This design comes from an exercise in tuning for small area, a short achievable clock period and few clock cycles per item on the open sky130 flow, not from production work.
No run shown here included a check of the RTL's function; only the layout flow was run.

<file path="design.v">
`timescale 1ns/1ns
`default_nettype none
module img2col (
    input  logic        clk,
    input  logic        nrst,
    input  logic        wb_cyc_i,
    input  logic        wb_stb_i,
    input  logic        wb_we_i,
    input  logic [6:0]  wb_adr_i,
    input  logic [31:0] wb_dat_i,
    output logic        wb_ack_o,
    output logic [31:0] wb_dat_o
);
    logic req, wr, rd;
    logic is_pix, is_wgt, is_ctrl, is_stat, is_res, fast_rd;
    logic [4:0] idx;
    assign req     = wb_cyc_i & wb_stb_i;
    assign wr      = req & wb_we_i;
    assign rd      = req & ~wb_we_i;
    assign idx     = wb_adr_i[4:0];
    assign is_pix  = (wb_adr_i[6:5] == 2'b00) & (idx < 5'd25);
    assign is_wgt  = (wb_adr_i[6:5] == 2'b01) & (idx < 5'd25);
    assign is_ctrl = wb_adr_i == 7'd64;
    assign is_stat = wb_adr_i == 7'd65;
    assign is_res  = wb_adr_i == 7'd66;
    assign fast_rd = is_stat | is_res;
    logic       slow1_q, slow2_q;    
    logic [2:0] rgrp_q;
    logic [1:0] rrow_q;
    logic       rpix_q, rwgt_q;
    logic [7:0] pix [0:24];
    logic [7:0] wgt [0:24];
    logic [7:0] reuse [0:19];        
    logic [7:0] nw [0:19];           
    logic started_q, first_q;
    logic [2:0] p_q;
    logic ok_q;
    logic [20:0] r_s, r_c, res_s, res_c;
    logic resv_q;
    logic pend_q, calc_q;
    logic done_q;
    always_comb
        for (int j = 0; j < 20; j++)
            nw[j] = (first_q | (slow1_q & rpix_q)) ? pix[j] : reuse[j];
    genvar g;
    generate
        for (g = 0; g < 25; g++)
        begin : g_regs
            always_ff @(posedge clk)
            begin
                if (wr && is_pix && idx == g)
                    pix[g] <= wb_dat_i[7:0];
                if (wr && is_wgt && idx == g)
                    wgt[g] <= wb_dat_i[7:0];
            end
        end
    endgenerate
    logic [7:0] rsel;
    logic [20:0] res_sum;
    res_add u_add (.a(res_s), .b(res_c), .sum(res_sum));
    bus_out u_out (
        .wb_cyc_i (wb_cyc_i),
        .wb_stb_i (wb_stb_i),
        .wb_we_i  (wb_we_i),
        .wb_adr_i (wb_adr_i),
        .slow2    (slow2_q),
        .rsel     ({rwgt_q & rsel[7], rsel}),
        .done     (done_q),
        .resv     (resv_q),
        .res      (res_sum),
        .wb_ack_o (wb_ack_o),
        .wb_dat_o (wb_dat_o)
    );
    always_ff @(posedge clk)
    begin
        if (rd & ~fast_rd & ~slow1_q & ~slow2_q)
        begin
            rgrp_q <= 3'(idx / 4);
            rrow_q <= 2'(idx % 4);
            rpix_q <= is_pix;
            rwgt_q <= is_wgt;
        end
    end
    logic trig, ctrl_wr, first_set;
    logic [5:0] mod_grp;             
    logic mod_w5;                    
    logic step_ok, restart, go;
    logic [2:0] p_nogo, p_next, spec_p;
    logic [7:0] p24_in;
    logic [3:0] byp;                 
    assign ctrl_wr   = wr & is_ctrl;
    assign first_set = ctrl_wr & wb_dat_i[1];
    assign trig      = wr & is_pix & (idx == 5'd24) & started_q;
    assign p24_in    = (wr & is_pix & (idx == 5'd24)) ? wb_dat_i[7:0] : pix[24];
    always_comb
    begin
        for (int k = 0; k < 5; k++)
            mod_grp[k] = first_set
                       | (wr & (is_wgt | (is_pix & first_q)) & (idx >= 4*k) & (idx < 4*k + 4));
        mod_w5     = wr & is_wgt & (idx >= 20) & (idx < 24);
        mod_grp[5] = wr & (is_wgt | is_pix) & (idx >= 20) & (idx < 24);
        for (int s = 0; s < 4; s++)
            byp[s] = wr & is_pix & (idx == 20 + s);
    end
    assign step_ok = ~calc_q & (p_q < 3'd6) & ok_q & ~mod_grp[p_q];
    always_comb
    begin
        restart = first_set;
        for (int k = 0; k < 6; k++)
            if (mod_grp[k] && (k < p_q))
                restart = 1'b1;
    end
    assign p_nogo = restart ? 3'd0 : (step_ok ? p_q + 3'd1 : p_q);
    assign spec_p = (ok_q & ~calc_q & (p_q < 3'd6)) ? p_q + 3'd1 : p_q;
    assign go     = (trig | pend_q) & (spec_p == 3'd6) & ~slow1_q;
    assign p_next = go ? 3'd0 : p_nogo;
    always_ff @(posedge clk, negedge nrst)
    begin
        if (!nrst)
        begin
            started_q <= 1'b0;
            first_q   <= 1'b0;
            p_q       <= 3'd0;
            pend_q    <= 1'b0;
            calc_q    <= 1'b0;
            done_q    <= 1'b0;
            resv_q    <= 1'b0;
            slow1_q   <= 1'b0;
            slow2_q   <= 1'b0;
        end
        else
        begin
            if (ctrl_wr & wb_dat_i[0])
                started_q <= 1'b1;
            if (first_set)
                first_q <= 1'b1;
            else if (go)
                first_q <= 1'b0;
            p_q    <= p_next;
            pend_q <= (trig | pend_q) & ~go;
            calc_q <= go;
            if (go)
                done_q <= 1'b1;
            else if (rd & is_res)
                done_q <= 1'b0;
            if (calc_q)
                resv_q <= 1'b1;
            slow1_q <= slow1_d;
            slow2_q <= slow1_q;
        end
    end
    always_ff @(posedge clk)
    begin
        if (go)
        begin
            for (int j = 0; j < 15; j++)
                reuse[j] <= nw[j + 5];
            for (int j = 15; j < 19; j++)
                reuse[j] <= pix[j + 5];
            reuse[19] <= p24_in;
        end
    end
    logic [7:0] an [0:3];            
    logic [7:0] wn [0:3];            
    logic [7:0] a0, a1, a2, a3;
    logic [3:0] bn0, bn1, bn2, bn3;      
    logic [3:0] bo0, bo1, bo2, bo3;      
    logic [3:0] bt0, bt1, bt2, bt3;      
    logic [3:0] en [0:3], eo [0:3], et [0:3];
    logic [8:0] n_d, n_q;
    logic       ok_d, slow1_d;
    logic [2:0] rgrp_d, spec_d, lsel_d;
    logic [6:0] lsel_q;
    assign ok_d    = ~slow1_q & (spec_p == p_next)
                   & ~((p_next == 3'd5) ? mod_w5 : mod_grp[p_next]);
    assign slow1_d = rd & ~fast_rd & ~slow1_q & ~slow2_q;
    assign rgrp_d  = slow1_d ? 3'(idx / 4) : rgrp_q;
    assign spec_d  = (ok_d & ~go & (p_next < 3'd6)) ? p_next + 3'd1 : p_next;
    assign lsel_d  = slow1_d ? rgrp_d : spec_d;
    always_comb
    begin
        n_d = 9'd0;
        for (int s = 0; s < 4; s++)
        begin
            an[s] = ({8{lsel_q[0]}} & nw[s])
                  | ({8{lsel_q[1]}} & nw[4 + s])
                  | ({8{lsel_q[2]}} & nw[8 + s])
                  | ({8{lsel_q[3]}} & nw[12 + s])
                  | ({8{lsel_q[4]}} & nw[16 + s])
                  | ({8{lsel_q[5]}} & (byp[s] ? wb_dat_i[7:0] : pix[20 + s]))
                  | ({8{lsel_q[6] && s == 0}} & p24_in);
            wn[s] = ({8{lsel_q[0]}} & wgt[s])
                  | ({8{lsel_q[1]}} & wgt[4 + s])
                  | ({8{lsel_q[2]}} & wgt[8 + s])
                  | ({8{lsel_q[3]}} & wgt[12 + s])
                  | ({8{lsel_q[4]}} & wgt[16 + s])
                  | ({8{lsel_q[5] || (lsel_q[6] && s != 0)}} & wgt[20 + s])
                  | ({8{lsel_q[6] && s == 0}} & wgt[24]);
            for (int j = 0; j < 4; j++)
            begin
                logic hi, mid, lo;
                hi  = wn[s][2*j + 1];
                mid = wn[s][2*j];
                lo  = (j == 0) ? 1'b0 : wn[s][2*j - 1];
                en[s][j] = hi;
                eo[s][j] = mid ^ lo;
                et[s][j] = (hi & ~mid & ~lo) | (~hi & mid & lo);
                n_d = n_d + (9'(hi) << (2*j));
            end
        end
    end
    always_ff @(posedge clk)
    begin
        {a0, a1, a2, a3} <= {an[0], an[1], an[2], an[3]};
        {bn0, bn1, bn2, bn3} <= {en[0], en[1], en[2], en[3]};
        {bo0, bo1, bo2, bo3} <= {eo[0], eo[1], eo[2], eo[3]};
        {bt0, bt1, bt2, bt3} <= {et[0], et[1], et[2], et[3]};
        n_q <= n_d;
    end
    always_ff @(posedge clk, negedge nrst)
    begin
        if (!nrst)
        begin
            ok_q   <= 1'b0;
            lsel_q <= 7'b0000001;
        end
        else
        begin
            ok_q   <= ok_d;
            lsel_q <= 7'(1) << lsel_d;
        end
    end
    always_comb
    begin
        logic [3:0] n [0:3];
        logic [3:0] o [0:3];
        logic [7:0] av [0:3];
        logic [7:0] wd [0:3];
        {n[0], n[1], n[2], n[3]} = {bn0, bn1, bn2, bn3};
        {o[0], o[1], o[2], o[3]} = {bo0, bo1, bo2, bo3};
        {av[0], av[1], av[2], av[3]} = {a0, a1, a2, a3};
        for (int s = 0; s < 4; s++)
            for (int j = 0; j < 4; j++)
            begin
                wd[s][2*j + 1] = n[s][j];
                wd[s][2*j]     = o[s][j] ^ ((j == 0) ? 1'b0 : n[s][j - 1]);
            end
        rsel = rpix_q ? av[rrow_q] : (rwgt_q ? wd[rrow_q] : 8'd0);
    end
    logic [20:0] eng_s, eng_c;
    wire e_1, e_2;
    assign {e_2, e_1} = {1'b0, (((bo0[0] & a0[4]) | (bt0[0] & a0[3])) ^ bn0[0])} + {1'b0, (((bo0[1] & a0[2]) | (bt0[1] & a0[1])) ^ bn0[1])} + {1'b0, (((bo0[2] & a0[0])) ^ bn0[2])};
    wire e_3, e_4;
    assign {e_4, e_3} = {1'b0, (((bo0[0] & a0[5]) | (bt0[0] & a0[4])) ^ bn0[0])} + {1'b0, (((bo0[1] & a0[3]) | (bt0[1] & a0[2])) ^ bn0[1])} + {1'b0, (((bo0[2] & a0[1]) | (bt0[2] & a0[0])) ^ bn0[2])};
    wire e_5 = (((bo1[0] & a1[5]) | (bt1[0] & a1[4])) ^ bn1[0]) ^ (((bo1[1] & a1[3]) | (bt1[1] & a1[2])) ^ bn1[1]);
    wire e_6 = (((bo1[0] & a1[5]) | (bt1[0] & a1[4])) ^ bn1[0]) & (((bo1[1] & a1[3]) | (bt1[1] & a1[2])) ^ bn1[1]);
    wire e_7, e_8;
    assign {e_8, e_7} = {1'b0, (((bo0[0] & a0[6]) | (bt0[0] & a0[5])) ^ bn0[0])} + {1'b0, (((bo0[1] & a0[4]) | (bt0[1] & a0[3])) ^ bn0[1])} + {1'b0, (((bo0[2] & a0[2]) | (bt0[2] & a0[1])) ^ bn0[2])};
    wire e_9, e_10;
    assign {e_10, e_9} = {1'b0, (((bo0[3] & a0[0])) ^ bn0[3])} + {1'b0, (((bo1[0] & a1[6]) | (bt1[0] & a1[5])) ^ bn1[0])} + {1'b0, (((bo1[1] & a1[4]) | (bt1[1] & a1[3])) ^ bn1[1])};
    wire e_11, e_12;
    assign {e_12, e_11} = {1'b0, (((bo1[2] & a1[2]) | (bt1[2] & a1[1])) ^ bn1[2])} + {1'b0, (((bo1[3] & a1[0])) ^ bn1[3])} + {1'b0, (((bo2[0] & a2[6]) | (bt2[0] & a2[5])) ^ bn2[0])};
    wire e_13, e_14;
    assign {e_14, e_13} = {1'b0, (((bo2[1] & a2[4]) | (bt2[1] & a2[3])) ^ bn2[1])} + {1'b0, (((bo2[2] & a2[2]) | (bt2[2] & a2[1])) ^ bn2[2])} + {1'b0, (((bo2[3] & a2[0])) ^ bn2[3])};
    wire e_15, e_16;
    assign {e_16, e_15} = {1'b0, (((bo0[0] & a0[7]) | (bt0[0] & a0[6])) ^ bn0[0])} + {1'b0, (((bo0[1] & a0[5]) | (bt0[1] & a0[4])) ^ bn0[1])} + {1'b0, (((bo0[2] & a0[3]) | (bt0[2] & a0[2])) ^ bn0[2])};
    wire e_17, e_18;
    assign {e_18, e_17} = {1'b0, (((bo0[3] & a0[1]) | (bt0[3] & a0[0])) ^ bn0[3])} + {1'b0, (((bo1[0] & a1[7]) | (bt1[0] & a1[6])) ^ bn1[0])} + {1'b0, (((bo1[1] & a1[5]) | (bt1[1] & a1[4])) ^ bn1[1])};
    wire e_19, e_20;
    assign {e_20, e_19} = {1'b0, (((bo1[2] & a1[3]) | (bt1[2] & a1[2])) ^ bn1[2])} + {1'b0, (((bo1[3] & a1[1]) | (bt1[3] & a1[0])) ^ bn1[3])} + {1'b0, (((bo2[0] & a2[7]) | (bt2[0] & a2[6])) ^ bn2[0])};
    wire e_21, e_22;
    assign {e_22, e_21} = {1'b0, (((bo2[1] & a2[5]) | (bt2[1] & a2[4])) ^ bn2[1])} + {1'b0, (((bo2[2] & a2[3]) | (bt2[2] & a2[2])) ^ bn2[2])} + {1'b0, (((bo2[3] & a2[1]) | (bt2[3] & a2[0])) ^ bn2[3])};
    wire e_23, e_24;
    assign {e_24, e_23} = {1'b0, (((bo3[0] & a3[7]) | (bt3[0] & a3[6])) ^ bn3[0])} + {1'b0, (((bo3[1] & a3[5]) | (bt3[1] & a3[4])) ^ bn3[1])} + {1'b0, (((bo3[2] & a3[3]) | (bt3[2] & a3[2])) ^ bn3[2])};
    wire e_25, e_26;
    assign {e_26, e_25} = {1'b0, (((bt0[0] & a0[7])) ^ bn0[0])} + {1'b0, (((bo0[1] & a0[6]) | (bt0[1] & a0[5])) ^ bn0[1])} + {1'b0, (((bo0[2] & a0[4]) | (bt0[2] & a0[3])) ^ bn0[2])};
    wire e_27, e_28;
    assign {e_28, e_27} = {1'b0, (((bo0[3] & a0[2]) | (bt0[3] & a0[1])) ^ bn0[3])} + {1'b0, (((bt1[0] & a1[7])) ^ bn1[0])} + {1'b0, (((bo1[1] & a1[6]) | (bt1[1] & a1[5])) ^ bn1[1])};
    wire e_29, e_30;
    assign {e_30, e_29} = {1'b0, (((bo1[2] & a1[4]) | (bt1[2] & a1[3])) ^ bn1[2])} + {1'b0, (((bo1[3] & a1[2]) | (bt1[3] & a1[1])) ^ bn1[3])} + {1'b0, (((bt2[0] & a2[7])) ^ bn2[0])};
    wire e_31, e_32;
    assign {e_32, e_31} = {1'b0, (((bo2[1] & a2[6]) | (bt2[1] & a2[5])) ^ bn2[1])} + {1'b0, (((bo2[2] & a2[4]) | (bt2[2] & a2[3])) ^ bn2[2])} + {1'b0, (((bo2[3] & a2[2]) | (bt2[3] & a2[1])) ^ bn2[3])};
    wire e_33, e_34;
    assign {e_34, e_33} = {1'b0, (((bt3[0] & a3[7])) ^ bn3[0])} + {1'b0, (((bo3[1] & a3[6]) | (bt3[1] & a3[5])) ^ bn3[1])} + {1'b0, (((bo3[2] & a3[4]) | (bt3[2] & a3[3])) ^ bn3[2])};
    wire e_35 = (((bo3[3] & a3[2]) | (bt3[3] & a3[1])) ^ bn3[3]) ^ n_q[8];
    wire e_36 = (((bo3[3] & a3[2]) | (bt3[3] & a3[1])) ^ bn3[3]) & n_q[8];
    wire e_37, e_38;
    assign {e_38, e_37} = {1'b0, ~bn0[0]} + {1'b0, (((bo0[1] & a0[7]) | (bt0[1] & a0[6])) ^ bn0[1])} + {1'b0, (((bo0[2] & a0[5]) | (bt0[2] & a0[4])) ^ bn0[2])};
    wire e_39, e_40;
    assign {e_40, e_39} = {1'b0, (((bo0[3] & a0[3]) | (bt0[3] & a0[2])) ^ bn0[3])} + {1'b0, ~bn1[0]} + {1'b0, (((bo1[1] & a1[7]) | (bt1[1] & a1[6])) ^ bn1[1])};
    wire e_41, e_42;
    assign {e_42, e_41} = {1'b0, (((bo1[2] & a1[5]) | (bt1[2] & a1[4])) ^ bn1[2])} + {1'b0, (((bo1[3] & a1[3]) | (bt1[3] & a1[2])) ^ bn1[3])} + {1'b0, ~bn2[0]};
    wire e_43, e_44;
    assign {e_44, e_43} = {1'b0, (((bo2[1] & a2[7]) | (bt2[1] & a2[6])) ^ bn2[1])} + {1'b0, (((bo2[2] & a2[5]) | (bt2[2] & a2[4])) ^ bn2[2])} + {1'b0, (((bo2[3] & a2[3]) | (bt2[3] & a2[2])) ^ bn2[3])};
    wire e_45, e_46;
    assign {e_46, e_45} = {1'b0, ~bn3[0]} + {1'b0, (((bo3[1] & a3[7]) | (bt3[1] & a3[6])) ^ bn3[1])} + {1'b0, (((bo3[2] & a3[5]) | (bt3[2] & a3[4])) ^ bn3[2])};
    wire e_47 = (((bo3[3] & a3[3]) | (bt3[3] & a3[2])) ^ bn3[3]) ^ r_s[9];
    wire e_48 = (((bo3[3] & a3[3]) | (bt3[3] & a3[2])) ^ bn3[3]) & r_s[9];
    wire e_49, e_50;
    assign {e_50, e_49} = {1'b0, (((bt0[1] & a0[7])) ^ bn0[1])} + {1'b0, (((bo0[2] & a0[6]) | (bt0[2] & a0[5])) ^ bn0[2])} + {1'b0, (((bo0[3] & a0[4]) | (bt0[3] & a0[3])) ^ bn0[3])};
    wire e_51, e_52;
    assign {e_52, e_51} = {1'b0, (((bt1[1] & a1[7])) ^ bn1[1])} + {1'b0, (((bo1[2] & a1[6]) | (bt1[2] & a1[5])) ^ bn1[2])} + {1'b0, (((bo1[3] & a1[4]) | (bt1[3] & a1[3])) ^ bn1[3])};
    wire e_53, e_54;
    assign {e_54, e_53} = {1'b0, (((bt2[1] & a2[7])) ^ bn2[1])} + {1'b0, (((bo2[2] & a2[6]) | (bt2[2] & a2[5])) ^ bn2[2])} + {1'b0, (((bo2[3] & a2[4]) | (bt2[3] & a2[3])) ^ bn2[3])};
    wire e_55 = (((bt3[1] & a3[7])) ^ bn3[1]) ^ (((bo3[2] & a3[6]) | (bt3[2] & a3[5])) ^ bn3[2]);
    wire e_56 = (((bt3[1] & a3[7])) ^ bn3[1]) & (((bo3[2] & a3[6]) | (bt3[2] & a3[5])) ^ bn3[2]);
    wire e_57, e_58;
    assign {e_58, e_57} = {1'b0, ~bn0[1]} + {1'b0, (((bo0[2] & a0[7]) | (bt0[2] & a0[6])) ^ bn0[2])} + {1'b0, (((bo0[3] & a0[5]) | (bt0[3] & a0[4])) ^ bn0[3])};
    wire e_59, e_60;
    assign {e_60, e_59} = {1'b0, ~bn1[1]} + {1'b0, (((bo1[2] & a1[7]) | (bt1[2] & a1[6])) ^ bn1[2])} + {1'b0, (((bo1[3] & a1[5]) | (bt1[3] & a1[4])) ^ bn1[3])};
    wire e_61 = ~bn2[1] ^ (((bo2[2] & a2[7]) | (bt2[2] & a2[6])) ^ bn2[2]);
    wire e_62 = ~bn2[1] & (((bo2[2] & a2[7]) | (bt2[2] & a2[6])) ^ bn2[2]);
    wire e_63, e_64;
    assign {e_64, e_63} = {1'b0, (((bo0[0] & a0[2]) | (bt0[0] & a0[1])) ^ bn0[0])} + {1'b0, (((bo0[1] & a0[0])) ^ bn0[1])} + {1'b0, (((bo1[0] & a1[2]) | (bt1[0] & a1[1])) ^ bn1[0])};
    wire e_65, e_66;
    assign {e_66, e_65} = {1'b0, (((bo0[0] & a0[3]) | (bt0[0] & a0[2])) ^ bn0[0])} + {1'b0, (((bo0[1] & a0[1]) | (bt0[1] & a0[0])) ^ bn0[1])} + {1'b0, (((bo1[0] & a1[3]) | (bt1[0] & a1[2])) ^ bn1[0])};
    wire e_67 = (((bo1[1] & a1[1]) | (bt1[1] & a1[0])) ^ bn1[1]) ^ (((bo2[0] & a2[3]) | (bt2[0] & a2[2])) ^ bn2[0]);
    wire e_68 = (((bo1[1] & a1[1]) | (bt1[1] & a1[0])) ^ bn1[1]) & (((bo2[0] & a2[3]) | (bt2[0] & a2[2])) ^ bn2[0]);
    wire e_69, e_70;
    assign {e_70, e_69} = {1'b0, e_1} + {1'b0, (((bo1[0] & a1[4]) | (bt1[0] & a1[3])) ^ bn1[0])} + {1'b0, (((bo1[1] & a1[2]) | (bt1[1] & a1[1])) ^ bn1[1])};
    wire e_71, e_72;
    assign {e_72, e_71} = {1'b0, (((bo1[2] & a1[0])) ^ bn1[2])} + {1'b0, (((bo2[0] & a2[4]) | (bt2[0] & a2[3])) ^ bn2[0])} + {1'b0, (((bo2[1] & a2[2]) | (bt2[1] & a2[1])) ^ bn2[1])};
    wire e_73, e_74;
    assign {e_74, e_73} = {1'b0, (((bo2[2] & a2[0])) ^ bn2[2])} + {1'b0, (((bo3[0] & a3[4]) | (bt3[0] & a3[3])) ^ bn3[0])} + {1'b0, (((bo3[1] & a3[2]) | (bt3[1] & a3[1])) ^ bn3[1])};
    wire e_75, e_76;
    assign {e_76, e_75} = {1'b0, e_2} + {1'b0, e_3} + {1'b0, e_5};
    wire e_77, e_78;
    assign {e_78, e_77} = {1'b0, (((bo1[2] & a1[1]) | (bt1[2] & a1[0])) ^ bn1[2])} + {1'b0, (((bo2[0] & a2[5]) | (bt2[0] & a2[4])) ^ bn2[0])} + {1'b0, (((bo2[1] & a2[3]) | (bt2[1] & a2[2])) ^ bn2[1])};
    wire e_79, e_80;
    assign {e_80, e_79} = {1'b0, (((bo2[2] & a2[1]) | (bt2[2] & a2[0])) ^ bn2[2])} + {1'b0, (((bo3[0] & a3[5]) | (bt3[0] & a3[4])) ^ bn3[0])} + {1'b0, (((bo3[1] & a3[3]) | (bt3[1] & a3[2])) ^ bn3[1])};
    wire e_81 = (((bo3[2] & a3[1]) | (bt3[2] & a3[0])) ^ bn3[2]) ^ n_q[5];
    wire e_82 = (((bo3[2] & a3[1]) | (bt3[2] & a3[0])) ^ bn3[2]) & n_q[5];
    wire e_83, e_84;
    assign {e_84, e_83} = {1'b0, e_4} + {1'b0, e_6} + {1'b0, e_7};
    wire e_85, e_86;
    assign {e_86, e_85} = {1'b0, e_9} + {1'b0, e_11} + {1'b0, e_13};
    wire e_87, e_88;
    assign {e_88, e_87} = {1'b0, (((bo3[0] & a3[6]) | (bt3[0] & a3[5])) ^ bn3[0])} + {1'b0, (((bo3[1] & a3[4]) | (bt3[1] & a3[3])) ^ bn3[1])} + {1'b0, (((bo3[2] & a3[2]) | (bt3[2] & a3[1])) ^ bn3[2])};
    wire e_89, e_90;
    assign {e_90, e_89} = {1'b0, (((bo3[3] & a3[0])) ^ bn3[3])} + {1'b0, n_q[6]} + {1'b0, r_s[6]};
    wire e_91, e_92;
    assign {e_92, e_91} = {1'b0, e_8} + {1'b0, e_10} + {1'b0, e_12};
    wire e_93, e_94;
    assign {e_94, e_93} = {1'b0, e_14} + {1'b0, e_15} + {1'b0, e_17};
    wire e_95, e_96;
    assign {e_96, e_95} = {1'b0, e_19} + {1'b0, e_21} + {1'b0, e_23};
    wire e_97, e_98;
    assign {e_98, e_97} = {1'b0, (((bo3[3] & a3[1]) | (bt3[3] & a3[0])) ^ bn3[3])} + {1'b0, n_q[7]} + {1'b0, r_s[7]};
    wire e_99, e_100;
    assign {e_100, e_99} = {1'b0, e_16} + {1'b0, e_18} + {1'b0, e_20};
    wire e_101, e_102;
    assign {e_102, e_101} = {1'b0, e_22} + {1'b0, e_24} + {1'b0, e_25};
    wire e_103, e_104;
    assign {e_104, e_103} = {1'b0, e_27} + {1'b0, e_29} + {1'b0, e_31};
    wire e_105, e_106;
    assign {e_106, e_105} = {1'b0, e_33} + {1'b0, e_35} + {1'b0, r_s[8]};
    wire e_107, e_108;
    assign {e_108, e_107} = {1'b0, e_26} + {1'b0, e_28} + {1'b0, e_30};
    wire e_109, e_110;
    assign {e_110, e_109} = {1'b0, e_32} + {1'b0, e_34} + {1'b0, e_36};
    wire e_111, e_112;
    assign {e_112, e_111} = {1'b0, e_37} + {1'b0, e_39} + {1'b0, e_41};
    wire e_113, e_114;
    assign {e_114, e_113} = {1'b0, e_43} + {1'b0, e_45} + {1'b0, e_47};
    wire e_115, e_116;
    assign {e_116, e_115} = {1'b0, e_38} + {1'b0, e_40} + {1'b0, e_42};
    wire e_117, e_118;
    assign {e_118, e_117} = {1'b0, e_44} + {1'b0, e_46} + {1'b0, e_48};
    wire e_119, e_120;
    assign {e_120, e_119} = {1'b0, e_49} + {1'b0, e_51} + {1'b0, e_53};
    wire e_121, e_122;
    assign {e_122, e_121} = {1'b0, e_55} + {1'b0, (((bo3[3] & a3[4]) | (bt3[3] & a3[3])) ^ bn3[3])} + {1'b0, r_s[10]};
    wire e_123, e_124;
    assign {e_124, e_123} = {1'b0, e_50} + {1'b0, e_52} + {1'b0, e_54};
    wire e_125, e_126;
    assign {e_126, e_125} = {1'b0, e_56} + {1'b0, e_57} + {1'b0, e_59};
    wire e_127, e_128;
    assign {e_128, e_127} = {1'b0, e_61} + {1'b0, (((bo2[3] & a2[5]) | (bt2[3] & a2[4])) ^ bn2[3])} + {1'b0, ~bn3[1]};
    wire e_129, e_130;
    assign {e_130, e_129} = {1'b0, (((bo3[2] & a3[7]) | (bt3[2] & a3[6])) ^ bn3[2])} + {1'b0, (((bo3[3] & a3[5]) | (bt3[3] & a3[4])) ^ bn3[3])} + {1'b0, r_s[11]};
    wire e_131, e_132;
    assign {e_132, e_131} = {1'b0, e_58} + {1'b0, e_60} + {1'b0, e_62};
    wire e_133, e_134;
    assign {e_134, e_133} = {1'b0, (((bt0[2] & a0[7])) ^ bn0[2])} + {1'b0, (((bo0[3] & a0[6]) | (bt0[3] & a0[5])) ^ bn0[3])} + {1'b0, (((bt1[2] & a1[7])) ^ bn1[2])};
    wire e_135, e_136;
    assign {e_136, e_135} = {1'b0, (((bo1[3] & a1[6]) | (bt1[3] & a1[5])) ^ bn1[3])} + {1'b0, (((bt2[2] & a2[7])) ^ bn2[2])} + {1'b0, (((bo2[3] & a2[6]) | (bt2[3] & a2[5])) ^ bn2[3])};
    wire e_137, e_138;
    assign {e_138, e_137} = {1'b0, (((bt3[2] & a3[7])) ^ bn3[2])} + {1'b0, (((bo3[3] & a3[6]) | (bt3[3] & a3[5])) ^ bn3[3])} + {1'b0, r_s[12]};
    wire e_139, e_140;
    assign {e_140, e_139} = {1'b0, ~bn0[2]} + {1'b0, (((bo0[3] & a0[7]) | (bt0[3] & a0[6])) ^ bn0[3])} + {1'b0, ~bn1[2]};
    wire e_141, e_142;
    assign {e_142, e_141} = {1'b0, (((bo1[3] & a1[7]) | (bt1[3] & a1[6])) ^ bn1[3])} + {1'b0, ~bn2[2]} + {1'b0, (((bo2[3] & a2[7]) | (bt2[3] & a2[6])) ^ bn2[3])};
    wire e_143 = ~bn3[2] ^ (((bo3[3] & a3[7]) | (bt3[3] & a3[6])) ^ bn3[3]);
    wire e_144 = ~bn3[2] & (((bo3[3] & a3[7]) | (bt3[3] & a3[6])) ^ bn3[3]);
    wire e_145 = (((bo0[0] & a0[0])) ^ bn0[0]) ^ (((bo1[0] & a1[0])) ^ bn1[0]);
    wire e_146 = (((bo0[0] & a0[0])) ^ bn0[0]) & (((bo1[0] & a1[0])) ^ bn1[0]);
    wire e_147, e_148;
    assign {e_148, e_147} = {1'b0, (((bo0[0] & a0[1]) | (bt0[0] & a0[0])) ^ bn0[0])} + {1'b0, (((bo1[0] & a1[1]) | (bt1[0] & a1[0])) ^ bn1[0])} + {1'b0, (((bo2[0] & a2[1]) | (bt2[0] & a2[0])) ^ bn2[0])};
    wire e_149, e_150;
    assign {e_150, e_149} = {1'b0, e_63} + {1'b0, (((bo1[1] & a1[0])) ^ bn1[1])} + {1'b0, (((bo2[0] & a2[2]) | (bt2[0] & a2[1])) ^ bn2[0])};
    wire e_151, e_152;
    assign {e_152, e_151} = {1'b0, (((bo2[1] & a2[0])) ^ bn2[1])} + {1'b0, (((bo3[0] & a3[2]) | (bt3[0] & a3[1])) ^ bn3[0])} + {1'b0, (((bo3[1] & a3[0])) ^ bn3[1])};
    wire e_153, e_154;
    assign {e_154, e_153} = {1'b0, e_64} + {1'b0, e_65} + {1'b0, e_67};
    wire e_155, e_156;
    assign {e_156, e_155} = {1'b0, (((bo2[1] & a2[1]) | (bt2[1] & a2[0])) ^ bn2[1])} + {1'b0, (((bo3[0] & a3[3]) | (bt3[0] & a3[2])) ^ bn3[0])} + {1'b0, (((bo3[1] & a3[1]) | (bt3[1] & a3[0])) ^ bn3[1])};
    wire e_157 = n_q[3] ^ r_s[3];
    wire e_158 = n_q[3] & r_s[3];
    wire e_159, e_160;
    assign {e_160, e_159} = {1'b0, e_66} + {1'b0, e_68} + {1'b0, e_69};
    wire e_161, e_162;
    assign {e_162, e_161} = {1'b0, e_71} + {1'b0, e_73} + {1'b0, (((bo3[2] & a3[0])) ^ bn3[2])};
    wire e_163, e_164;
    assign {e_164, e_163} = {1'b0, n_q[4]} + {1'b0, r_s[4]} + {1'b0, r_c[4]};
    wire e_165, e_166;
    assign {e_166, e_165} = {1'b0, e_70} + {1'b0, e_72} + {1'b0, e_74};
    wire e_167, e_168;
    assign {e_168, e_167} = {1'b0, e_75} + {1'b0, e_77} + {1'b0, e_79};
    wire e_169, e_170;
    assign {e_170, e_169} = {1'b0, e_81} + {1'b0, r_s[5]} + {1'b0, r_c[5]};
    wire e_171, e_172;
    assign {e_172, e_171} = {1'b0, e_76} + {1'b0, e_78} + {1'b0, e_80};
    wire e_173, e_174;
    assign {e_174, e_173} = {1'b0, e_82} + {1'b0, e_83} + {1'b0, e_85};
    wire e_175, e_176;
    assign {e_176, e_175} = {1'b0, e_87} + {1'b0, e_89} + {1'b0, r_c[6]};
    wire e_177, e_178;
    assign {e_178, e_177} = {1'b0, e_84} + {1'b0, e_86} + {1'b0, e_88};
    wire e_179, e_180;
    assign {e_180, e_179} = {1'b0, e_90} + {1'b0, e_91} + {1'b0, e_93};
    wire e_181, e_182;
    assign {e_182, e_181} = {1'b0, e_95} + {1'b0, e_97} + {1'b0, r_c[7]};
    wire e_183, e_184;
    assign {e_184, e_183} = {1'b0, e_92} + {1'b0, e_94} + {1'b0, e_96};
    wire e_185, e_186;
    assign {e_186, e_185} = {1'b0, e_98} + {1'b0, e_99} + {1'b0, e_101};
    wire e_187, e_188;
    assign {e_188, e_187} = {1'b0, e_103} + {1'b0, e_105} + {1'b0, r_c[8]};
    wire e_189, e_190;
    assign {e_190, e_189} = {1'b0, e_100} + {1'b0, e_102} + {1'b0, e_104};
    wire e_191, e_192;
    assign {e_192, e_191} = {1'b0, e_106} + {1'b0, e_107} + {1'b0, e_109};
    wire e_193, e_194;
    assign {e_194, e_193} = {1'b0, e_111} + {1'b0, e_113} + {1'b0, r_c[9]};
    wire e_195, e_196;
    assign {e_196, e_195} = {1'b0, e_108} + {1'b0, e_110} + {1'b0, e_112};
    wire e_197, e_198;
    assign {e_198, e_197} = {1'b0, e_114} + {1'b0, e_115} + {1'b0, e_117};
    wire e_199, e_200;
    assign {e_200, e_199} = {1'b0, e_119} + {1'b0, e_121} + {1'b0, r_c[10]};
    wire e_201, e_202;
    assign {e_202, e_201} = {1'b0, e_116} + {1'b0, e_118} + {1'b0, e_120};
    wire e_203, e_204;
    assign {e_204, e_203} = {1'b0, e_122} + {1'b0, e_123} + {1'b0, e_125};
    wire e_205, e_206;
    assign {e_206, e_205} = {1'b0, e_127} + {1'b0, e_129} + {1'b0, r_c[11]};
    wire e_207, e_208;
    assign {e_208, e_207} = {1'b0, e_124} + {1'b0, e_126} + {1'b0, e_128};
    wire e_209, e_210;
    assign {e_210, e_209} = {1'b0, e_130} + {1'b0, e_131} + {1'b0, e_133};
    wire e_211, e_212;
    assign {e_212, e_211} = {1'b0, e_135} + {1'b0, e_137} + {1'b0, r_c[12]};
    wire e_213, e_214;
    assign {e_214, e_213} = {1'b0, e_132} + {1'b0, e_134} + {1'b0, e_136};
    wire e_215, e_216;
    assign {e_216, e_215} = {1'b0, e_138} + {1'b0, e_139} + {1'b0, e_141};
    wire e_217, e_218;
    assign {e_218, e_217} = {1'b0, e_143} + {1'b0, r_s[13]} + {1'b0, r_c[13]};
    wire e_219, e_220;
    assign {e_220, e_219} = {1'b0, e_140} + {1'b0, e_142} + {1'b0, e_144};
    wire e_221, e_222;
    assign {e_222, e_221} = {1'b0, (((bt0[3] & a0[7])) ^ bn0[3])} + {1'b0, (((bt1[3] & a1[7])) ^ bn1[3])} + {1'b0, (((bt2[3] & a2[7])) ^ bn2[3])};
    wire e_223, e_224;
    assign {e_224, e_223} = {1'b0, (((bt3[3] & a3[7])) ^ bn3[3])} + {1'b0, r_s[14]} + {1'b0, r_c[14]};
    wire e_225, e_226;
    assign {e_226, e_225} = {1'b0, ~bn0[3]} + {1'b0, ~bn1[3]} + {1'b0, ~bn2[3]};
    wire e_227 = ~bn3[3] ^ r_s[15];
    wire e_228 = ~bn3[3] & r_s[15];
    wire e_229, e_230;
    assign {e_230, e_229} = {1'b0, e_145} + {1'b0, (((bo2[0] & a2[0])) ^ bn2[0])} + {1'b0, (((bo3[0] & a3[0])) ^ bn3[0])};
    wire e_231, e_232;
    assign {e_232, e_231} = {1'b0, e_146} + {1'b0, e_147} + {1'b0, (((bo3[0] & a3[1]) | (bt3[0] & a3[0])) ^ bn3[0])};
    wire e_233 = n_q[1] ^ r_s[1];
    wire e_234 = n_q[1] & r_s[1];
    wire e_235, e_236;
    assign {e_236, e_235} = {1'b0, e_148} + {1'b0, e_149} + {1'b0, e_151};
    wire e_237, e_238;
    assign {e_238, e_237} = {1'b0, n_q[2]} + {1'b0, r_s[2]} + {1'b0, r_c[2]};
    wire e_239, e_240;
    assign {e_240, e_239} = {1'b0, e_150} + {1'b0, e_152} + {1'b0, e_153};
    wire e_241, e_242;
    assign {e_242, e_241} = {1'b0, e_155} + {1'b0, e_157} + {1'b0, r_c[3]};
    wire e_243, e_244;
    assign {e_244, e_243} = {1'b0, e_154} + {1'b0, e_156} + {1'b0, e_158};
    wire e_245, e_246;
    assign {e_246, e_245} = {1'b0, e_159} + {1'b0, e_161} + {1'b0, e_163};
    wire e_247, e_248;
    assign {e_248, e_247} = {1'b0, e_160} + {1'b0, e_162} + {1'b0, e_164};
    wire e_249, e_250;
    assign {e_250, e_249} = {1'b0, e_165} + {1'b0, e_167} + {1'b0, e_169};
    wire e_251, e_252;
    assign {e_252, e_251} = {1'b0, e_166} + {1'b0, e_168} + {1'b0, e_170};
    wire e_253, e_254;
    assign {e_254, e_253} = {1'b0, e_171} + {1'b0, e_173} + {1'b0, e_175};
    wire e_255, e_256;
    assign {e_256, e_255} = {1'b0, e_172} + {1'b0, e_174} + {1'b0, e_176};
    wire e_257, e_258;
    assign {e_258, e_257} = {1'b0, e_177} + {1'b0, e_179} + {1'b0, e_181};
    wire e_259, e_260;
    assign {e_260, e_259} = {1'b0, e_178} + {1'b0, e_180} + {1'b0, e_182};
    wire e_261, e_262;
    assign {e_262, e_261} = {1'b0, e_183} + {1'b0, e_185} + {1'b0, e_187};
    wire e_263, e_264;
    assign {e_264, e_263} = {1'b0, e_184} + {1'b0, e_186} + {1'b0, e_188};
    wire e_265, e_266;
    assign {e_266, e_265} = {1'b0, e_189} + {1'b0, e_191} + {1'b0, e_193};
    wire e_267, e_268;
    assign {e_268, e_267} = {1'b0, e_190} + {1'b0, e_192} + {1'b0, e_194};
    wire e_269, e_270;
    assign {e_270, e_269} = {1'b0, e_195} + {1'b0, e_197} + {1'b0, e_199};
    wire e_271, e_272;
    assign {e_272, e_271} = {1'b0, e_196} + {1'b0, e_198} + {1'b0, e_200};
    wire e_273, e_274;
    assign {e_274, e_273} = {1'b0, e_201} + {1'b0, e_203} + {1'b0, e_205};
    wire e_275, e_276;
    assign {e_276, e_275} = {1'b0, e_202} + {1'b0, e_204} + {1'b0, e_206};
    wire e_277, e_278;
    assign {e_278, e_277} = {1'b0, e_207} + {1'b0, e_209} + {1'b0, e_211};
    wire e_279, e_280;
    assign {e_280, e_279} = {1'b0, e_208} + {1'b0, e_210} + {1'b0, e_212};
    wire e_281, e_282;
    assign {e_282, e_281} = {1'b0, e_213} + {1'b0, e_215} + {1'b0, e_217};
    wire e_283, e_284;
    assign {e_284, e_283} = {1'b0, e_214} + {1'b0, e_216} + {1'b0, e_218};
    wire e_285, e_286;
    assign {e_286, e_285} = {1'b0, e_219} + {1'b0, e_221} + {1'b0, e_223};
    wire e_287, e_288;
    assign {e_288, e_287} = {1'b0, e_220} + {1'b0, e_222} + {1'b0, e_224};
    wire e_289, e_290;
    assign {e_290, e_289} = {1'b0, e_225} + {1'b0, e_227} + {1'b0, r_c[15]};
    wire e_291, e_292;
    assign {e_292, e_291} = {1'b0, e_226} + {1'b0, e_228} + {1'b0, r_s[16]};
    wire e_293 = e_229 ^ n_q[0];
    wire e_294 = e_229 & n_q[0];
    wire e_295, e_296;
    assign {e_296, e_295} = {1'b0, e_230} + {1'b0, e_231} + {1'b0, e_233};
    wire e_297, e_298;
    assign {e_298, e_297} = {1'b0, e_232} + {1'b0, e_234} + {1'b0, e_235};
    wire e_299, e_300;
    assign {e_300, e_299} = {1'b0, e_236} + {1'b0, e_238} + {1'b0, e_239};
    wire e_301, e_302;
    assign {e_302, e_301} = {1'b0, e_240} + {1'b0, e_242} + {1'b0, e_243};
    wire e_303, e_304;
    assign {e_304, e_303} = {1'b0, e_244} + {1'b0, e_246} + {1'b0, e_247};
    wire e_305, e_306;
    assign {e_306, e_305} = {1'b0, e_248} + {1'b0, e_250} + {1'b0, e_251};
    wire e_307, e_308;
    assign {e_308, e_307} = {1'b0, e_252} + {1'b0, e_254} + {1'b0, e_255};
    wire e_309, e_310;
    assign {e_310, e_309} = {1'b0, e_256} + {1'b0, e_258} + {1'b0, e_259};
    wire e_311, e_312;
    assign {e_312, e_311} = {1'b0, e_260} + {1'b0, e_262} + {1'b0, e_263};
    wire e_313, e_314;
    assign {e_314, e_313} = {1'b0, e_264} + {1'b0, e_266} + {1'b0, e_267};
    wire e_315, e_316;
    assign {e_316, e_315} = {1'b0, e_268} + {1'b0, e_270} + {1'b0, e_271};
    wire e_317, e_318;
    assign {e_318, e_317} = {1'b0, e_272} + {1'b0, e_274} + {1'b0, e_275};
    wire e_319, e_320;
    assign {e_320, e_319} = {1'b0, e_276} + {1'b0, e_278} + {1'b0, e_279};
    wire e_321, e_322;
    assign {e_322, e_321} = {1'b0, e_280} + {1'b0, e_282} + {1'b0, e_283};
    wire e_323, e_324;
    assign {e_324, e_323} = {1'b0, e_284} + {1'b0, e_286} + {1'b0, e_287};
    wire e_325, e_326;
    assign {e_326, e_325} = {1'b0, e_288} + {1'b0, e_290} + {1'b0, e_291};
    wire e_327 = e_292 ^ r_s[17];
    wire e_328 = e_292 & r_s[17];
    wire e_329 = e_293 ^ r_s[0];
    wire e_330 = e_293 & r_s[0];
    wire e_331, e_332;
    assign {e_332, e_331} = {1'b0, e_294} + {1'b0, e_295} + {1'b0, r_c[1]};
    wire e_333, e_334;
    assign {e_334, e_333} = {1'b0, e_296} + {1'b0, e_297} + {1'b0, e_237};
    wire e_335, e_336;
    assign {e_336, e_335} = {1'b0, e_298} + {1'b0, e_299} + {1'b0, e_241};
    wire e_337, e_338;
    assign {e_338, e_337} = {1'b0, e_300} + {1'b0, e_301} + {1'b0, e_245};
    wire e_339, e_340;
    assign {e_340, e_339} = {1'b0, e_302} + {1'b0, e_303} + {1'b0, e_249};
    wire e_341, e_342;
    assign {e_342, e_341} = {1'b0, e_304} + {1'b0, e_305} + {1'b0, e_253};
    wire e_343, e_344;
    assign {e_344, e_343} = {1'b0, e_306} + {1'b0, e_307} + {1'b0, e_257};
    wire e_345, e_346;
    assign {e_346, e_345} = {1'b0, e_308} + {1'b0, e_309} + {1'b0, e_261};
    wire e_347, e_348;
    assign {e_348, e_347} = {1'b0, e_310} + {1'b0, e_311} + {1'b0, e_265};
    wire e_349, e_350;
    assign {e_350, e_349} = {1'b0, e_312} + {1'b0, e_313} + {1'b0, e_269};
    wire e_351, e_352;
    assign {e_352, e_351} = {1'b0, e_314} + {1'b0, e_315} + {1'b0, e_273};
    wire e_353, e_354;
    assign {e_354, e_353} = {1'b0, e_316} + {1'b0, e_317} + {1'b0, e_277};
    wire e_355, e_356;
    assign {e_356, e_355} = {1'b0, e_318} + {1'b0, e_319} + {1'b0, e_281};
    wire e_357, e_358;
    assign {e_358, e_357} = {1'b0, e_320} + {1'b0, e_321} + {1'b0, e_285};
    wire e_359, e_360;
    assign {e_360, e_359} = {1'b0, e_322} + {1'b0, e_323} + {1'b0, e_289};
    wire e_361, e_362;
    assign {e_362, e_361} = {1'b0, e_324} + {1'b0, e_325} + {1'b0, r_c[16]};
    wire e_363, e_364;
    assign {e_364, e_363} = {1'b0, e_326} + {1'b0, e_327} + {1'b0, r_c[17]};
    wire e_365, e_366;
    assign {e_366, e_365} = {1'b0, e_328} + {1'b0, r_s[18]} + {1'b0, r_c[18]};
    wire e_367 = r_s[19] ^ r_c[19];
    wire e_368 = r_s[19] & r_c[19];
    wire e_369 = r_s[20] ^ r_c[20];
    wire e_370 = r_s[20] & r_c[20];
    assign eng_s = {e_368, e_366, e_364, e_362, e_360, e_358, e_356, e_354, e_352, e_350, e_348, e_346, e_344, e_342, e_340, e_338, e_336, e_334, e_332, e_330, e_329};
    assign eng_c = {e_369, e_367, e_365, e_363, e_361, e_359, e_357, e_355, e_353, e_351, e_349, e_347, e_345, e_343, e_341, e_339, e_337, e_335, e_333, e_331, r_c[0]};
    always_ff @(posedge clk)
    begin
        if ((p_next == 3'd0 && !go) || calc_q)
        begin
            r_s <= 21'd878592;
            r_c <= 21'd0;
        end
        else if (step_ok)
        begin
            r_s <= eng_s;
            r_c <= eng_c;
        end
        if (calc_q)
        begin
            res_s <= eng_s;
            res_c <= eng_c;
        end
    end
endmodule
module res_add (
    input  logic [20:0] a,
    input  logic [20:0] b,
    output logic [20:0] sum
);
    logic [20:0] gen [0:5];
    logic [20:0] prp [0:5];
    always_comb
    begin
        gen[0] = a & b;
        prp[0] = a ^ b;
        for (int l = 0; l < 5; l++)
            for (int i = 0; i < 21; i++)
                if (i >= (1 << l))
                begin
                    gen[l + 1][i] = gen[l][i] | (prp[l][i] & gen[l][i - (1 << l)]);
                    prp[l + 1][i] = prp[l][i] & prp[l][i - (1 << l)];
                end
                else
                begin
                    gen[l + 1][i] = gen[l][i];
                    prp[l + 1][i] = prp[l][i];
                end
        sum = prp[0] ^ {gen[5][19:0], 1'b0};
    end
endmodule
module bus_out (
    input  logic        wb_cyc_i,
    input  logic        wb_stb_i,
    input  logic        wb_we_i,
    input  logic [6:0]  wb_adr_i,
    input  logic        slow2,
    input  logic [8:0]  rsel,        
    input  logic        done,
    input  logic        resv,        
    input  logic [20:0] res,
    output logic        wb_ack_o,
    output logic [31:0] wb_dat_o
);
    logic fast_rd;
    assign fast_rd  = (wb_adr_i[6:2] == 5'b10000) & (wb_adr_i[1] ^ wb_adr_i[0]);
    assign wb_ack_o = wb_cyc_i & wb_stb_i & (wb_we_i | slow2 | fast_rd);
    assign wb_dat_o = slow2 ? {{24{rsel[8]}}, rsel[7:0]}
                    : (wb_adr_i[0] ? {31'd0, done} : ({{11{res[20]}}, res} & {32{resv}}));
endmodule
`default_nettype wire
</file>
<file path="run.sh">
#!/bin/bash
# synth_recipe.tcl (not shown) runs the flow's synth.tcl, then flattens the netlist and writes it again
# the make line also repeats each setting of config.mk as NAME=value (left out here)
make -C /OpenROAD-flow-scripts/flow DESIGN_CONFIG=/design/flow/config.mk WORK_HOME=/design/flow/orfs CLKGATE_MAP_FILE= SYNTH_SCRIPT=/design/flow/synth_recipe.tcl finish
</file>
<file path="config.mk">
export PLATFORM = sky130hd
export DESIGN_NAME = img2col
export DESIGN_NICKNAME = img2col
export VERILOG_FILES = /design/flow/design.v
export SDC_FILE = /design/flow/constraint.sdc
export NUM_CORES = 4
export LEC_CHECK = 0
export ABC_CLOCK_PERIOD_IN_PS = 4500
export CAP_MARGIN = 10
export CORE_MARGIN = 2
export CORE_UTILIZATION = 60
export CTS_CLUSTER_DIAMETER = 120
export CTS_CLUSTER_SIZE = 24
export SETUP_SLACK_MARGIN = 5.0
export SLEW_MARGIN = 10
export SYNTH_HIERARCHICAL = 1
</file>
<file path="constraint.sdc">
create_clock -name core_clock -period 10.0 [get_ports {clk}]
set_input_delay 2.0000 -clock core_clock [delete_from_list [all_inputs] [get_ports {clk}]]
set_output_delay 2.0000 -clock core_clock [all_outputs]
set_load 0.01 [all_outputs]
</file>
==> results of run 1 <==
==> modules after synthesis (local to each module, per instance) <==
module | area, sq um | cells inside | copies in the design | flops+latches
bus_out | 352 | 47 | 1 | 0
img2col | 35200 | 2441 | 1 | 754
res_add | 1070 | 148 | 1 | 0
==> worst max path at each step <==
stage	startpoint	end	slack, ps	depth (start not counted)
6_report	res_c[1]	wb_dat_o[27]	4900	9
2_1_floorplan	wb_adr_i[1]	reuse[0][0]	4520	6
4_1_cts	res_c[1]	wb_dat_o[28]	4880	9
3_5_place_dp	wb_adr_i[0]	wb_dat_o[27]	3860	6
5_1_grt	res_c[13]	wb_dat_o[27]	4790	9
3_3_place_gp	wb_adr_i[4]	wb_ack_o	3910	4
==> what timing repair did <==
action / CTS / global route
resized for setup: 193 / 30
pin swaps: 14 / 16
endpoints found under the setup margin: 77 / 39
hold buffers: 0 / 0
gates cloned: 5 / 0
buffers inserted: 11 / 4
==> cells by family after synthesis <==
logic type / share of synthesized area
buf+inv: 0.0379
compound gates: 0.0964
mux: 0.0697
other cells: 0.000102
xor+xnor: 0.0469
fa+ha+maj: 0.111
flops: 0.580
simple gates: 0.0582
==> cells in the mapped netlist, drive strengths merged (35+ instances only) <==
cell type,n,area share
nand2,183,0.019
a21oi,38,0.0052
fa,173,0.095
buf,38,0.0059
nor2,98,0.010
a222oi,86,0.024
dfxtp,130,0.071
ha,47,0.016
mux2,193,0.059
nand3,64,0.0087
a22oi,169,0.035
inv,161,0.017
edfxtp,605,0.50
clkbuf,150,0.015
xor2,91,0.022
xnor2,105,0.025
a211oi,35,0.0077
==> area by class of cell <==
type | instances | area (sq um) | area share
clock buffer | 64 | 1030 | 0.0263
clock inverter | 4 | 78.8 | 0.00202
inverter | 162 | 612 | 0.0157
multi-input combinational | 1533 | 14200 | 0.364
sequential | 754 | 21300 | 0.545
tap | 782 | 978 | 0.0251
timing repair buffer | 110 | 881 | 0.0226
==> routing by layer <==
layer  track usage  wire [um]  up-vias
met1         0.461      41300    11353
met2         0.479      44600     1040
met4        0.0850       2630        0
li1              -          -     9619
met3        0.0298       7050      123
met5             0          0        -
==> per-stage QoR <==
| step | instance area (sq um) | setup WS [ps] |
|---|---|---|
| final | 39000 | 4900 |
| after global routing | 39000 | 4790 |
| after CTS | 38900 | 4880 |
| after detailed placement | 37700 | 3860 |
| after global placement | 37700 | 3910 |
| after floorplan | 36700 | 4520 |
==> worst max-delay path: stages (launching register included) <==
cell,delay (ps)
edfxtp_1,440
fa_2,430
a211oi_2,250
o211ai_1,250
nand2_2,160
o21ai_4,80
a221oi_4,330
xnor2_2,150
a21o_4,270
buf_6,130
==> state kept, by name, indices dropped and copies added, names as in the netlist, 7 cells and up <==
| register | count |
|---|---|
| a1 | 8 |
| a2 | 8 |
| r_c | 20 |
| r_s | 21 |
| res_s | 21 |
| reuse | 160 |
| a3 | 8 |
| wgt | 200 |
| pix | 200 |
| a0 | 8 |
| res_c | 20 |
| lsel_q | 7 |
| n_q | 9 |
==> impl_metrics.toml, run 1 <==
[global_routing]
antenna_found_initial = 0
grt_pass1_vias = 22017
grt_max_degree = 162
track_usage = 0.305
gr-total-overflow = 0
grt_pass1_wl_mm = 142

[route]
drt_iter0_markers = 2947
vias = 22135
ant_nets = 0
drc = 0
wl_mm = 95.5
drtPass1Iterations = 8
avgRoutedWirePerCell_um = 28.0
vias_per_cell = 6.49

[setup_path]
end_kind = "output port"
rrSetupSlack_ps = 5410
rr_endpoint = "res_c[5]"
worstPathRequired_ps = 8000
r2r_start = "a0[3]"
path_class = "reg -> out"
critPathMaxFanout = 6
cp_data_arrival_time_ps = 3100
reg2reg_depth = 11
critPathLaunchType = "register"

[synth]
synth_warnings = 23
synthFlopType = "edfxtp_1"
synthArstFlopShare = 0.0252
synth-seq-cells = 754
syn_area_per_cell_sq_um = 13.9
ys_seq_area_frac = 0.580
mappedNetlistArea_sq_um = 36600
syn-num-nets = 2900
netlist_instances = 2636
ys_types = 85
synth_edf_count = 605

[floorplan]
fp-row-count = 90
dieArea_sq_um = 63000
io_pins = 77
fp.coreArea_sq_um = 60400
die_y_um = 251
start_util = 0.607
die_x_um = 251

[cts]
clockRootBuffer = "clkbuf_16"
cts_tree = "yes"
cts_buffer_depth = 3
htree_levels = 2
clock_latency_ps = 610
cts_made_buffers = 37
cts.reportedPaths.clkPinSlew_ps = 100
clkSinkCount = 754

[min_path]
min_path_type = "reg -> reg"
hold_start = "pix[23][1]"
worstHoldPathCells = 0
holdPathEnd = "reuse[18][1]"

[final_layout]
fin_util = 0.647
layout_common_cells = "edfxtp_1 (605), mux2_2 (193), nand2_1 (180), fa_1 (172), a22oi_1 (168)"
layout.nets = 2862
n_antenna_cell = 0
final_cells = 3409
final_common_cell = "edfxtp_1"
area_delta_synth_final_pct = 6.60
drive_above_1_share = 0.169
fillers = 4484

[placed_design]
place_inst = 3321
portBuffers = 52
dp_hpwl_mm = 64.8
place.gp.congestion = 0.921

[sta]
skew_ps = 42.6
worst_slew_pin_slew_ps = 1220
period_needed_ps = 5100
fin_crit_sh = 0.510
fmax_mhz = 196
drv_slew = 0
relSlewSlack = 0.184
rsz0062_at_grt = "true"
fin_tns_setup_ps = 0
holdWs_ps = 455
setup-violations-final = 0
finalHoldViolations = 0

[outcome]
outcome = "timing/DRC/antenna clean"

[flow_run]
maxCapViolCount = 0
==> run 2, diff against run 1 <==
--- a/config.mk
+++ b/config.mk
@@ -8,7 +8,7 @@
 export ABC_CLOCK_PERIOD_IN_PS = 4500
 export CAP_MARGIN = 10
 export CORE_MARGIN = 2
-export CORE_UTILIZATION = 60
+export CORE_UTILIZATION = 55
 export CTS_CLUSTER_DIAMETER = 120
 export CTS_CLUSTER_SIZE = 24
 export SETUP_SLACK_MARGIN = 5.0
==> run 2 against run 1 <==
Largest cell class unchanged. Flip-flop and latch count unchanged. Synthesized cell count unchanged. Critical path type unchanged. Global-route usage is 1.5 points lower. Non-clock buffer count is 5 lower. Still clean on timing, DRC and antenna. Critical path depth grew 2.
==> impl_metrics.toml, run 2 <==
[outcome]
outcome = "timing/DRC/antenna clean"

[synth]
synth_edf_count = 605
synthArstFlopShare = 0.0252
mappedNetlistArea_sq_um = 36600
synth_top_area_frac = 0.496
ys_seq_area_frac = 0.580
synthFlopType = "edfxtp_1"
yosysTopAreaCell = "edfxtp_1"
netlist_instances = 2636
ys_types = 85
synth_area_leaders = "edfxtp_1 (50%), fa_1 (9.5%), dfxtp_1 (7.1%)"
synth_most_common_cell = "edfxtp_1"
syn-num-nets = 2900
ys_top_cells_by_count = "edfxtp_1 (605), mux2_2 (193), nand2_1 (183)"
synth-seq-cells = 754
synth_warnings = 23
syn_area_per_cell_sq_um = 13.9

[setup_path]
critPathLaunchType = "register"
worstPathRequired_ps = 8000
r2r_start = "a0[4]"
end_kind = "output port"
path_depth = 11
cp_data_arrival_time_ps = 3150
path_class = "reg -> out"
rrSetupSlack_ps = 5360
setup.worst_path.end = "wb_dat_o[16]"
crit_family = "compound AO/OA/AOI/OAI gates"
rr_endpoint = "r_c[5]"
critPathSlowestCell = "edfxtp_1"
path_common_cell = "o211ai_1"
worstPathCellList = "fa_2, a211oi_4, o211ai_1, nand2_1, buf_4, buf_6, o211ai_1, a31oi_1, xnor2_1, a21o_1, buf_2"
crit_buf_inv = 3
startpoint = "res_s[1]"
max_stage_delay_ps = 460
reg2reg_depth = 11
critPathMaxFanout = 2

[placed_design]
portBuffers = 52
place.gp.congestion = 0.910
dp_hpwl_mm = 65.5
dp_slack_ps = 3840

[min_path]
min_path_type = "reg -> reg"

[sta]
fin_tns_setup_ps = 0
drv_slew = 0
finalHoldViolations = 0
holdWs_ps = 440
rsz0062_at_grt = "true"
fin_crit_sh = 0.515
period_needed_ps = 5150
worst_slew_pin_slew_ps = 1220
skew_ps = 21.5
relSlewSlack = 0.184
worst_slack_ps = 4850
setup-violations-final = 0
fmax_mhz = 194

[cts]
cts_hold_buffers = 0
cts_made_buffers = 37
htree_levels = 2
clock_latency_ps = 610
cts_buffer_depth = 3
cts_tree = "yes"
clkSinkCount = 754
clockRootBuffer = "clkbuf_16"
cts.reportedPaths.clkPinSlew_ps = 100

[global_routing]
grt_pass1_vias = 21965
grt_pass1_wl_mm = 145
antenna_found_initial = 2
track_usage = 0.290
gr-total-overflow = 0
grt_max_degree = 162

[route]
wl_mm = 98.5
avgRoutedWirePerCell_um = 28.3
drtPass1Iterations = 10
wl_met2_mm = 46.1
vias = 22001
drc = 0
drt_iter0_markers = 2748
met1_length_mm = 42.0
ant_nets = 0
dr_wl_met3_mm = 7.47
highest_layer = "met4"
vias_per_cell = 6.31

[floorplan]
io_pins = 77
fp.coreArea_sq_um = 65900
die_x_um = 262
die_y_um = 262
fp-row-count = 94
start_util = 0.556
dieArea_sq_um = 68700

[final_layout]
reg.largest.list = "pix (200), wgt (200), reuse (160)"
n_antenna_cell = 0
layout.nets = 2857
layout_common_cells = "edfxtp_1 (605), mux2_2 (193), nand2_1 (181), fa_1 (172), a22oi_1 (168)"
drive_above_1_share = 0.175
final_common_cell = "edfxtp_1"
fillers = 5223
area_delta_synth_final_pct = 7.40

[flow_run]
maxCapViolCount = 0
## run 2: how the worst min path moves through the flow
| stage | depth (start not counted) | startpoint | to | slack [ps] |
|---|---|---|---|---|
| after floorplan | 0 | pix[20][1] | reuse[15][1] | 420 |
| after global placement | 0 | pix[23][0] | reuse[18][0] | 430 |
| after detailed placement | 0 | pix[21][7] | reuse[16][7] | 430 |
| after CTS | 0 | pix[20][1] | reuse[15][1] | 440 |
| after global routing | 0 | pix[21][7] | reuse[16][7] | 470 |
| final | 0 | pix[20][1] | reuse[15][1] | 440 |
## run 2: routing by layer
| metal | track usage | vias to the layer above |
|---|---|---|
| met3 | 0.0374 | 125 |
| li1 | - | 9607 |
| met5 | 0 | - |
| met1 | 0.423 | 11313 |
| met2 | 0.460 | 956 |
| met4 | 0.0865 | 0 |
## run 2: timing repair
action,in CTS,in global routing
cloned,4,0
setup buffers,10,6
setup endpoints to repair,247,103
pin swaps,29,21
gates resized for setup,223,41
## run 2: cell families after synthesis
logic type                 Yosys count  share of synthesized area
DFF                                754                      0.580
and+or+nand+nor                    453                     0.0582
AOI/OAI and AO/OA                  451                     0.0964
buffers and inverters              350                     0.0379
adders and majority gates          220                      0.111
muxes                              211                     0.0697
xor gates and xnor gates           196                     0.0469
other                                1                   0.000102
## run 2: per-stage QoR
stage | cells | cell area, sq um | utilization
detailed placement | 3398 | 37800 | 0.574
floorplan | 2636 | 36700 | -
finish | 3485 | 39300 | 0.597
global route | 3485 | 39300 | 0.597
global placement | 3398 | 37800 | 0.574
CTS | 3479 | 39200 | 0.594
## run 2: layout make-up
type,instances,area [sq um],area share
Multi-Input combinational cell,1533,14400,0.366
Clock buffer,62,1040,0.0265
Timing Repair Buffer,105,898,0.0228
Sequential cell,754,21300,0.540
Clock inverter,5,58.8,0.00150
Inverter,162,612,0.0156
Tap cell,864,1080,0.0275
## run 2: modules after synthesis, one instance, submodules excluded
module   flops+latches  cells inside  times used  area, sq um
img2col            754          2441           1        35200
bus_out              0            47           1          352
res_add              0           148           1         1070

==> separate check: timing with driven ports <==
Ports are ideal in the flow. The routed layouts listed here were re-timed in OpenROAD. Step 1, drivers: a clkbuf_16 drives clk and a buf_2 each remaining input, both assumed. Step 2 adds t to the input delays and takes it off the output delays; t is the mean of the earliest and latest rising clock arrival at the registers after step 1. Input paths then give back, and output paths get back, about the clock's delay inside the block. a / b / c = ideal / step 1 / step 2; a / b = the first two.
| run | t, ns | slack for setup (ns) | hold slack, ns | latest minus earliest clock arrival (ns) |
|---|---|---|---|---|
| run 1 | 0.654 | 4.899 / 4.835 / 4.511 | 0.455 / 0.455 / 0.455 | 0.044 / 0.044 |
| run 2 | 0.660 | 4.848 / 4.783 / 4.580 | 0.440 / 0.440 / 0.440 | 0.022 / 0.022 |
After both steps setup and hold are still met in every run listed. The setup slack of run 1, which loses most, moves by -0.064 ns with the drivers and by -0.388 ns with both steps.
